Source: an optimization exercise on an open RTL-to-GDS flow (aim: small area, a short achievable clock period and few clock cycles per item). Production flows keep margins and buffers that such runs may drop.
The RTL was checked by simulation tests, not by an equivalence proof against the original design.
Power figures rest on the tool's default switching activity, not on a simulated workload.

==> design/flow/design.v <==
`timescale 1ns/1ps
package axil_pkg;
  localparam int unsigned AddrWidth = 32;
  localparam int unsigned DataWidth = 32;
  localparam int unsigned StrbWidth = DataWidth / 8;
  typedef logic [AddrWidth-1:0] addr_t;
  typedef logic [DataWidth-1:0] data_t;
  typedef logic [StrbWidth-1:0] strb_t;
  typedef enum logic [1:0] {
    OKAY   = 2'b00,
    SLVERR = 2'b10,
    DECERR = 2'b11
  } resp_e;
endpackage
`timescale 1ns/1ps
package soc_map_pkg;
  localparam logic [3:0] TagRom  = 4'h1;
  localparam logic [3:0] TagExit = 4'h2;
  localparam logic [3:0] TagRam  = 4'h8;
  localparam int unsigned RomWords      = 16;
  localparam int unsigned RamWords      = 256;
  localparam int unsigned RamIndexWidth = $clog2(RamWords);
  localparam logic [15:0] RomMarker = 16'hB007;  
  localparam int unsigned DebugHoldCycles = 24;
  localparam int unsigned HoldCntWidth    = $clog2(DebugHoldCycles + 1);
endpackage
`timescale 1ns/1ps
module ram_word (
  input  logic                                  clk_i,
  input  logic                                  col_n_i,    
  input  logic [axil_pkg::StrbWidth-1:0]        lane_n_i,   
  input  axil_pkg::data_t                       wdata_i,
  output axil_pkg::data_t                       q_o
);
  axil_pkg::data_t word_q;
  for (genvar b = 0; b < axil_pkg::StrbWidth; b++) begin : g_lane
    always_ff @(posedge clk_i) begin
      if (!(col_n_i || lane_n_i[b])) begin
        word_q[8*b +: 8] <= wdata_i[8*b +: 8];
      end
    end
  end
  assign q_o = word_q;
endmodule
module ram_rd_and_or3 (
  input  logic [2:0] d_i,
  input  logic [2:0] sel_i,
  output logic       y_n_o
);
  assign y_n_o = !(|(d_i & sel_i));
endmodule
module ram_rd_and_or1 (
  input  logic d_i,
  input  logic sel_i,
  output logic y_n_o
);
  assign y_n_o = !(d_i && sel_i);
endmodule
module ram_rd_or_n #(
  parameter int unsigned N = 4
) (
  input  logic [N-1:0] a_n_i,
  output logic         y_o
);
  assign y_o = !(&a_n_i);
endmodule
module ram_rd_nor #(
  parameter int unsigned N = 2
) (
  input  logic [N-1:0] a_i,
  output logic         y_n_o
);
  assign y_n_o = !(|a_i);
endmodule
module ram_rd_bit (
  input  logic [soc_map_pkg::RamWords-1:0] d_i,
  input  logic [soc_map_pkg::RamWords-1:0] sel_i,
  output logic                             y_o
);
  localparam int unsigned Words = soc_map_pkg::RamWords;
  localparam int unsigned L0 = Words / 3 + 1;    
  localparam int unsigned L1 = (L0 + 3) / 4;     
  localparam int unsigned L2 = (L1 + 1) / 2;     
  localparam int unsigned L3 = (L2 + 3) / 4;     
  logic [L0-1:0] l0_n;
  logic [L1-1:0] l1;
  logic [L2-1:0] l2_n;
  logic [L3-1:0] l3;
  for (genvar g = 0; g < L0 - 1; g++) begin : g_l0
    ram_rd_and_or3 i_node (
      .d_i   ( d_i[3*g +: 3]   ),
      .sel_i ( sel_i[3*g +: 3] ),
      .y_n_o ( l0_n[g]         )
    );
  end
  ram_rd_and_or1 i_l0_last (
    .d_i   ( d_i[Words-1]   ),
    .sel_i ( sel_i[Words-1] ),
    .y_n_o ( l0_n[L0-1]     )
  );
  for (genvar g = 0; g < L1; g++) begin : g_l1
    localparam int unsigned N = (4*g + 4 <= L0) ? 4 : L0 - 4*g;
    ram_rd_or_n #(.N(N)) i_node (
      .a_n_i ( l0_n[4*g +: N] ),
      .y_o   ( l1[g]          )
    );
  end
  for (genvar g = 0; g < L2; g++) begin : g_l2
    localparam int unsigned N = (2*g + 2 <= L1) ? 2 : L1 - 2*g;
    ram_rd_nor #(.N(N)) i_node (
      .a_i   ( l1[2*g +: N] ),
      .y_n_o ( l2_n[g]      )
    );
  end
  for (genvar g = 0; g < L3; g++) begin : g_l3
    localparam int unsigned N = (4*g + 4 <= L2) ? 4 : L2 - 4*g;
    ram_rd_or_n #(.N(N)) i_node (
      .a_n_i ( l2_n[4*g +: N] ),
      .y_o   ( l3[g]          )
    );
  end
  assign y_o = |l3;
endmodule
module ram_store (
  input  logic                                  clk_i,
  input  logic                                  we_i,
  input  logic [soc_map_pkg::RamIndexWidth-1:0] wr_index_i,
  input  axil_pkg::data_t                       wdata_i,
  input  axil_pkg::strb_t                       strb_i,
  input  logic [soc_map_pkg::RamIndexWidth-1:0] rd_index_i,
  output axil_pkg::data_t                       rdata_o
);
  localparam int unsigned Words  = soc_map_pkg::RamWords;
  localparam int unsigned Rows   = 16;             
  localparam int unsigned Cols   = Words / Rows;   
  localparam int unsigned Lanes  = axil_pkg::StrbWidth;
  logic [Cols-1:0]        wcol_n;
  logic [Lanes-1:0]       wrow_n [Rows];
  for (genvar c = 0; c < Cols; c++) begin : g_wcol
    assign wcol_n[c] = !(wr_index_i[3:0] == 4'(c));
  end
  for (genvar r = 0; r < Rows; r++) begin : g_wrow
    for (genvar b = 0; b < Lanes; b++) begin : g_lane
      assign wrow_n[r][b] = !(we_i && strb_i[b] && (wr_index_i[7:4] == 4'(r)));
    end
  end
  axil_pkg::data_t words [Words];
  for (genvar w = 0; w < Words; w++) begin : g_word
    ram_word i_word (
      .clk_i    ( clk_i          ),
      .col_n_i  ( wcol_n[w % Cols] ),
      .lane_n_i ( wrow_n[w / Cols] ),
      .wdata_i  ( wdata_i        ),
      .q_o      ( words[w]       )
    );
  end
  logic [Words-1:0] rsel;
  for (genvar w = 0; w < Words; w++) begin : g_rsel
    assign rsel[w] = (rd_index_i == soc_map_pkg::RamIndexWidth'(w));
  end
  for (genvar i = 0; i < axil_pkg::DataWidth; i++) begin : g_rbit
    logic [Words-1:0] column;
    for (genvar w = 0; w < Words; w++) begin : g_col
      assign column[w] = words[w][i];
    end
    ram_rd_bit i_rd_bit (
      .d_i   ( column     ),
      .sel_i ( rsel       ),
      .y_o   ( rdata_o[i] )
    );
  end
endmodule
`timescale 1ns/1ps
module debug_holdoff (
  input  logic clk_i,
  input  logic rst_ni,
  input  logic debug_req_i,
  input  logic debug_en_i,
  output logic debug_req_o
);
  logic [soc_map_pkg::HoldCntWidth-1:0] cnt_q;
  logic                                 open_q;
  always_ff @(posedge clk_i or negedge rst_ni) begin
    if (!rst_ni) begin
      cnt_q  <= soc_map_pkg::HoldCntWidth'(soc_map_pkg::DebugHoldCycles);
      open_q <= 1'b0;
    end else if (!open_q) begin
      cnt_q  <= cnt_q - 1'b1;
      open_q <= (cnt_q == soc_map_pkg::HoldCntWidth'(1));
    end
  end
  assign debug_req_o = open_q && debug_en_i && debug_req_i;
endmodule
`timescale 1ns/1ps
module region_router (
  input  axil_pkg::addr_t addr_i,
  output logic            hit_rom_o,
  output logic            hit_ram_o,
  output logic            hit_exit_o
);
  logic [3:0]  tag;
  logic [27:0] offset;
  assign tag    = addr_i[31:28];
  assign offset = addr_i[27:0];
  assign hit_rom_o  = (tag == soc_map_pkg::TagRom) &&
                      (offset < 28'(soc_map_pkg::RomWords * 4));
  assign hit_ram_o  = (tag == soc_map_pkg::TagRam) &&
                      (offset < 28'(soc_map_pkg::RamWords * 4));
  assign hit_exit_o = (tag == soc_map_pkg::TagExit) && (offset == '0);
endmodule
module resp_reg #(
  parameter int unsigned Width = 1
) (
  input  logic             clk_i,
  input  logic [Width-1:0] d_i,
  output logic [Width-1:0] q_o
);
  always_ff @(posedge clk_i) begin
    q_o <= d_i;
  end
endmodule
`timescale 1ns/1ps
module axil_slave_fsm (
  input  logic            clk_i,
  input  logic            rst_ni,
  input  logic            awvalid_i,
  output logic            awready_o,
  input  axil_pkg::addr_t awaddr_i,
  input  logic            wvalid_i,
  output logic            wready_o,
  input  axil_pkg::data_t wdata_i,
  input  axil_pkg::strb_t wstrb_i,
  output logic            bvalid_o,
  input  logic            bready_i,
  output axil_pkg::resp_e bresp_o,
  input  logic            arvalid_i,
  output logic            arready_o,
  input  axil_pkg::addr_t araddr_i,
  output logic            rvalid_o,
  input  logic            rready_i,
  output axil_pkg::data_t rdata_o,
  output axil_pkg::resp_e rresp_o,
  output axil_pkg::data_t exit_o
);
  localparam int unsigned IdxW = soc_map_pkg::RamIndexWidth;
  logic ar_rom, ar_ram, ar_exit;
  logic aw_rom, aw_ram, aw_exit;
  region_router i_ar_dec (
    .addr_i     ( araddr_i ),
    .hit_rom_o  ( ar_rom   ),
    .hit_ram_o  ( ar_ram   ),
    .hit_exit_o ( ar_exit  )
  );
  region_router i_aw_dec (
    .addr_i     ( awaddr_i ),
    .hit_rom_o  ( aw_rom   ),
    .hit_ram_o  ( aw_ram   ),
    .hit_exit_o ( aw_exit  )
  );
  logic r_v_q, b_v_q;
  logic r_free, b_free;
  logic rd_go, wr_go;
  assign r_free = !r_v_q || rready_i;
  assign b_free = !b_v_q || bready_i;
  assign arready_o = r_free;
  assign awready_o = b_free && !arvalid_i && awvalid_i && wvalid_i;
  assign wready_o  = awready_o;
  assign rd_go = arvalid_i && r_free;
  assign wr_go = awready_o;
  axil_pkg::data_t ram_rdata;
  axil_pkg::data_t exit_q;
  ram_store i_ram_store (
    .clk_i      ( clk_i                   ),
    .we_i       ( wr_go && aw_ram         ),
    .wr_index_i ( awaddr_i[IdxW+1:2]      ),
    .wdata_i    ( wdata_i                 ),
    .strb_i     ( wstrb_i                 ),
    .rd_index_i ( araddr_i[IdxW+1:2]      ),
    .rdata_o    ( ram_rdata               )
  );
  always_ff @(posedge clk_i or negedge rst_ni) begin
    if (!rst_ni) begin
      exit_q <= '0;
    end else if (wr_go && aw_exit) begin
      exit_q <= wdata_i;  
    end
  end
  assign exit_o = exit_q;
  axil_pkg::data_t rdata_d;
  axil_pkg::resp_e rresp_d, bresp_d;
  axil_pkg::data_t rdata_q;
  axil_pkg::resp_e rresp_q, bresp_q;
  assign rdata_d = ({axil_pkg::DataWidth{ar_ram}}  & ram_rdata)
                 | ({axil_pkg::DataWidth{ar_rom}}  &
                    {soc_map_pkg::RomMarker, 8'h00, araddr_i[IdxW+1:2]})
                 | ({axil_pkg::DataWidth{ar_exit}} & exit_q);
  assign rresp_d = (ar_ram || ar_rom || ar_exit) ? axil_pkg::OKAY   : axil_pkg::DECERR;
  assign bresp_d = (aw_ram || aw_exit)           ? axil_pkg::OKAY   :
                   aw_rom                        ? axil_pkg::SLVERR : axil_pkg::DECERR;
  always_ff @(posedge clk_i or negedge rst_ni) begin
    if (!rst_ni) begin
      r_v_q <= 1'b0;
      b_v_q <= 1'b0;
    end else begin
      r_v_q <= rd_go || (r_v_q && !rready_i);
      b_v_q <= wr_go || (b_v_q && !bready_i);
    end
  end
  resp_reg #(.Width(axil_pkg::DataWidth + 2)) i_r_payload (
    .clk_i ( clk_i                                                    ),
    .d_i   ( r_free ? {rresp_d, rdata_d} : {rresp_q, rdata_q}         ),
    .q_o   ( {rresp_q, rdata_q}                                       )
  );
  resp_reg #(.Width(2)) i_b_payload (
    .clk_i ( clk_i                          ),
    .d_i   ( b_free ? bresp_d : bresp_q     ),
    .q_o   ( bresp_q                        )
  );
  assign rvalid_o = r_v_q;
  assign rdata_o  = rdata_q;
  assign rresp_o  = rresp_q;
  assign bvalid_o = b_v_q;
  assign bresp_o  = bresp_q;
endmodule
`timescale 1ns/1ps
module soc_mem_top (
  input  logic            clk_i,
  input  logic            rst_ni,
  input  logic            awvalid_i,
  output logic            awready_o,
  input  axil_pkg::addr_t awaddr_i,
  input  logic            wvalid_i,
  output logic            wready_o,
  input  axil_pkg::data_t wdata_i,
  input  axil_pkg::strb_t wstrb_i,
  output logic            bvalid_o,
  input  logic            bready_i,
  output axil_pkg::resp_e bresp_o,
  input  logic            arvalid_i,
  output logic            arready_o,
  input  axil_pkg::addr_t araddr_i,
  output logic            rvalid_o,
  input  logic            rready_i,
  output axil_pkg::data_t rdata_o,
  output axil_pkg::resp_e rresp_o,
  input  logic            debug_req_i,
  input  logic            debug_en_i,
  output logic            debug_req_o,
  output axil_pkg::data_t exit_o
);
  axil_slave_fsm i_axil_slave_fsm (
    .clk_i     ( clk_i     ),
    .rst_ni    ( rst_ni    ),
    .awvalid_i ( awvalid_i ),
    .awready_o ( awready_o ),
    .awaddr_i  ( awaddr_i  ),
    .wvalid_i  ( wvalid_i  ),
    .wready_o  ( wready_o  ),
    .wdata_i   ( wdata_i   ),
    .wstrb_i   ( wstrb_i   ),
    .bvalid_o  ( bvalid_o  ),
    .bready_i  ( bready_i  ),
    .bresp_o   ( bresp_o   ),
    .arvalid_i ( arvalid_i ),
    .arready_o ( arready_o ),
    .araddr_i  ( araddr_i  ),
    .rvalid_o  ( rvalid_o  ),
    .rready_i  ( rready_i  ),
    .rdata_o   ( rdata_o   ),
    .rresp_o   ( rresp_o   ),
    .exit_o    ( exit_o    )
  );
  debug_holdoff i_debug_holdoff (
    .clk_i       ( clk_i       ),
    .rst_ni      ( rst_ni      ),
    .debug_req_i ( debug_req_i ),
    .debug_en_i  ( debug_en_i  ),
    .debug_req_o ( debug_req_o )
  );
endmodule
==> design/flow/run.sh <==
#!/bin/bash
# synth_recipe.tcl (not shown) runs the flow's synth.tcl, then flattens the netlist and writes it again
# the make line also repeats each setting of config.mk as NAME=value (left out here)
make -C /OpenROAD-flow-scripts/flow DESIGN_CONFIG=/design/flow/config.mk WORK_HOME=/design/flow/orfs CLKGATE_MAP_FILE= SYNTH_SCRIPT=/design/flow/synth_recipe.tcl finish
==> design/flow/config.mk <==
export PLATFORM = sky130hd
export DESIGN_NAME = soc_mem_top
export DESIGN_NICKNAME = soc_mem_top
export VERILOG_FILES = /design/flow/design.v
export SDC_FILE = /design/flow/constraint.sdc
export NUM_CORES = 8
export LEC_CHECK = 0
export CAP_MARGIN = 20
export CORE_MARGIN = 2
export CORE_UTILIZATION = 45
export CTS_CLUSTER_DIAMETER = 70
export CTS_CLUSTER_SIZE = 30
export PLACE_DENSITY = 0.6
export SETUP_SLACK_MARGIN = 2.0
export SLEW_MARGIN = 20
export SYNTH_HIERARCHICAL = 1
export SYNTH_MEMORY_MAX_BITS = 16384
==> design/flow/constraint.sdc <==
create_clock -name core_clock -period 6.0 [get_ports {clk_i}]
set_input_delay 1.2000 -clock core_clock [delete_from_list [all_inputs] [get_ports {clk_i}]]
set_output_delay 1.2000 -clock core_clock [all_outputs]
set_load 0.01 [all_outputs]
==> results.tsv <==
metric	value	unit
fin_ws	1.39	ns
synth_fa_ha_area_frac	0.0000865	
layout-drive-gt1-share	0.171	
grt_pass1_wl	1260000	um
r2r_cells	9	
synth-seq-cells	8268	
finalHoldViolCount	0	
crit_buf_inv	5	
worst_slew_pin_slew	1.35	ns
cp_max_fo	18	
die_width	806	um
antenna_found_initial	73	
num_vias	168020	
final_cell_mix	edfxtp_1 (8,192), a222oi_1 (2,728), nor2_1 (1,056)	
grt_pass1_vias	156144	
path_class	primary input to flop	
ctsRootBufferMaster	clkbuf_16	
synth_top_family_by_area	compound AO/OA/AOI/OAI gates	
synth_area	289000	sq um
cp_data_arrival_time	5.60	ns
yosysTopAreaCellShare	0.851	
post_drt_wl_per_cell	37.8	um
die-area	649000	sq um
cts_buffers	434	
p_per_area	308	nW/um^2
synth-simple-area-share	0.0441	
min_period	4.61	ns
cts_sinks	8268	
finalNonFillerCells	24626	
postLayoutCoreUtil	0.518	
nFillCells	50547	
final_common_cell	edfxtp_1	
synth-edff-count	8192	
power_frac_clock	0.349	
cp-start-kind	primary input	
dp_slack	-0.382	ns
yosysUniqueCellTypes	55	
yosys_warnings	15	
hold_path_class	primary input to asynchronous set/reset pin	
synth_top_area_cell	edfxtp_1	
cp_top_family	simple AND/OR/NAND/NOR gates	
dr.pass1.iters	15	
async_reset_ff_frac	0.00484	
leakage	0.101	uW
critPathSlowestCell	nand4_1	
switching_power	22500	uW
detail_route.iter0.violations	38890	
synthTopCellsByArea	edfxtp_1 (85%), a222oi_1 (9.4%), nor2_1 (2.2%)	
clk_latency	1.12	ns
swShare	0.220	
synth.avg_cell_area	20.8	sq um
drv_slew	0	
cp.required	6.99	ns
drc	0	
grt_max_degree	146	
pwr-share-comb	0.030	
skew	0.109	ns
port_buffers	182	
antenna_left	0	
synth_xor_area_frac	0.000121	
dp_cells	23408	
htreeDepth	5	
place_congestion	0.889	
max-cap-violations	0	
status	no timing/DRC/antenna violations	
path_clk_slew	0.11	ns
area_growth	14.7	%
slew_headroom	0.0997	
via_per_inst	6.82	
cp.depth	14	
synthMuxAreaShare	0.00167	
max_stage_delay	0.67	ns
die_h	806	um
p_seq_frac	0.621	
rsz0062_at_grt	true	
fmaxAchievable	217	MHz
initial_core_util	0.451	
synth_compound_area_frac	0.0955	
finalSetupViolations	0	
cts_tree	done	
fin_crit_sh	0.768	
synth-seq-area-share	0.857	
cp_cell_sequence	buf_6, or4b_1, buf_12, nor2_4, buf_6, a222oi_1, nand4_1, nor2_1, buf_4, nand4_1, buf_4, or3_4, a222oi_1, a21oi_1	
ys.flop_type	edfxtp_1	
ios	183	
rrSetupSlack	2.17	ns
vdd_ir_drop_max	0.323	mV
synth_cells	13915	
end_kind	flop	
clock_path_buffers	4	
grt_usage	0.276	
core-area	641000	sq um
rows	294	
drt-total-wl	930000	um
gr-total-overflow	0	
synthesis.nets	14026	
internal_power	79700	uW
power	102000	uW
final_net_count	15684	
dp_hpwl	587000	um
metal layers:
layer / routed length [um] / vias up / global-route usage
met2: 425000 / 12107 / 0.424
met3: 120000 / 1481 / 0.0552
met4: 42800 / 38 / 0.111
li1: - / 66990 / -
met1: 342000 / 87404 / 0.391
met5: 422 / - / 0.00139
modules after synthesis, one instance, submodules excluded, a selection:
| module | area [sq um] | flip-flops and latches | cells inside |
|---|---|---|---|
| axil_slave_fsm | 2130 | 34 | 199 |
| debug_holdoff | 297 | 6 | 22 |
| ram_rd_and_or1 | 3.75 | 0 | 1 |
| ram_rd_and_or3 | 10.0 | 0 | 1 |
| ram_rd_bit | 6.26 | 0 | 1 |
| ram_store | 2230 | 0 | 468 |
| ram_word | 976 | 32 | 36 |
| region_router | 103 | 0 | 19 |
layout make-up:
| type | instances | area, sq um | share of cell area |
|---|---|---|---|
| multi-input cells | 5551 | 44000 | 0.133 |
| flip-flops and latches | 8268 | 248000 | 0.747 |
| repair buffers | 1315 | 13500 | 0.0407 |
| inverters | 3 | 18.8 | 0.0000566 |
| diodes | 98 | 245 | 0.000739 |
| well taps | 8584 | 10700 | 0.0324 |
| clock inverters | 357 | 4420 | 0.0133 |
| clock buffers | 450 | 11000 | 0.0332 |
final timing paths:
path,from,endpoint
worst max-delay path,araddr_i[7],i_axil_slave_fsm.i_r_payload.q_o[0]
worst min-delay path,rst_ni,i_debug_holdoff.cnt_q[2]
worst max register to register,flop,i_axil_slave_fsm.i_r_payload.q_o[0]
worst min register to register,i_axil_slave_fsm.i_r_payload.q_o[33],i_axil_slave_fsm.i_r_payload.q_o[33]
max in group asynchronous,rst_ni,i_axil_slave_fsm.exit_q[15]
min in group core_clock,wdata_i[20],flop
logic make-up (layout without fill, tap and decap cells):
| logic type | after synthesis | in the layout |
|---|---|---|
| DFF | 8268 | 8268 |
| other | 0 | 98 |
| muxes | 33 | 33 |
| buffers and inverters | 99 | 2125 |
| adders and majority gates | 2 | 2 |
| and+or+nand+nor | 2739 | 2742 |
| xor gates and xnor gates | 4 | 4 |
| AOI/OAI and AO/OA | 2770 | 2770 |
stage by stage:
step	hold WS [ns]	cell area [sq um]	setup TNS, ns
final	0.244	332000	0
after global routing	0.270	332000	0
after CTS	0.193	329000	0
after detailed placement	0.440	310000	-3.04
after global placement	0.435	310000	-4.55
after floorplan	0.478	289000	0
cells in the mapped netlist (3+ instances only):
cell type / n
a21oi_1: 14
a221oi_1: 24
a222oi_1: 2728
and2_1: 5
and4b_1: 4
buf_12: 3
buf_2: 24
buf_6: 11
clkbuf_1: 56
dfrtp_1: 38
dfxtp_1: 36
edfxtp_1: 8192
inv_1: 3
mux2_4: 30
nand2_1: 145
nand3_1: 40
nand4_1: 739
nand4b_1: 10
nand4bb_1: 12
nor2_1: 1678
nor2_2: 12
nor2b_1: 5
nor3_1: 6
nor4_1: 16
nor4b_1: 5
nor4bb_1: 5
or3_1: 32
or4b_1: 6
flip-flops by register name, indices dropped and copies added, names as in the netlist:
signal	cells
i_axil_slave_fsm.b_v_q	1
i_axil_slave_fsm.exit_q	32
i_axil_slave_fsm.i_b_payload.q_o	2
i_axil_slave_fsm.i_r_payload.q_o	34
i_axil_slave_fsm.i_ram_store.g_word.i_word.word_q	8192
i_axil_slave_fsm.r_v_q	1
i_debug_holdoff.cnt_q	5
i_debug_holdoff.open_q	1
power by group through the flow:
stage / combinational [uW] / clock (uW) / sequential [uW]
after floorplan: 372 / 0 / 64700
after global placement: 2720 / 0 / 64800
after detailed placement: 2760 / 0 / 64800
after CTS: 2900 / 35900 / 63400
after global routing: 3050 / 37800 / 63400
final: 3040 / 35700 / 63400
what timing repair did:
item                                   4_1_cts  5_1_grt
gates resized for setup                    527      371
endpoints found under the hold margin        0        0
gates cloned                                18        4
hold buffers                                 0        0
pin swaps                                  205      184
setup buffers                              171      118
setup endpoints to repair                 5018     1797
worst reg2reg max path: cells and delay by family (launching register included):
kind                   cells  cell delay, ns
and+or+nand+nor            4            1.57
AOI/OAI and AO/OA          3            1.19
buffers and inverters      2            0.60
DFF                        1            0.38
Testbench counts, summed over its fixed seeds: cycles 24,008, items 24,000.

port drivers added, routing unchanged:
No port has a modelled driver above. Below, the same layout with a new extraction and two added sets of constraints.
Step 1: set_driving_cell puts a clkbuf_16 on clk_i and a buf_2 on each other input, an assumption about the parent block.
Step 2 times the ports against the registers' clock, not the clock port: input delays grow and output delays shrink by t, the midpoint of the rising clock arrivals with the driver on.
Slacks: ideal ports / drivers / drivers and shift; pairs: ideal ports / drivers.
t (ns): 1.205
setup slack, ns: 1.391 / 1.477 / 0.271
latest minus earliest clock arrival (ns): 0.146 / 0.147
worst register clock-pin slew, ns: 0.11 / 0.11
cell pins on the clock port's net: 1
After both steps this run still meets setup and hold. The setup slack of this run moves by +0.086 ns with the drivers and by -1.120 ns with both steps.
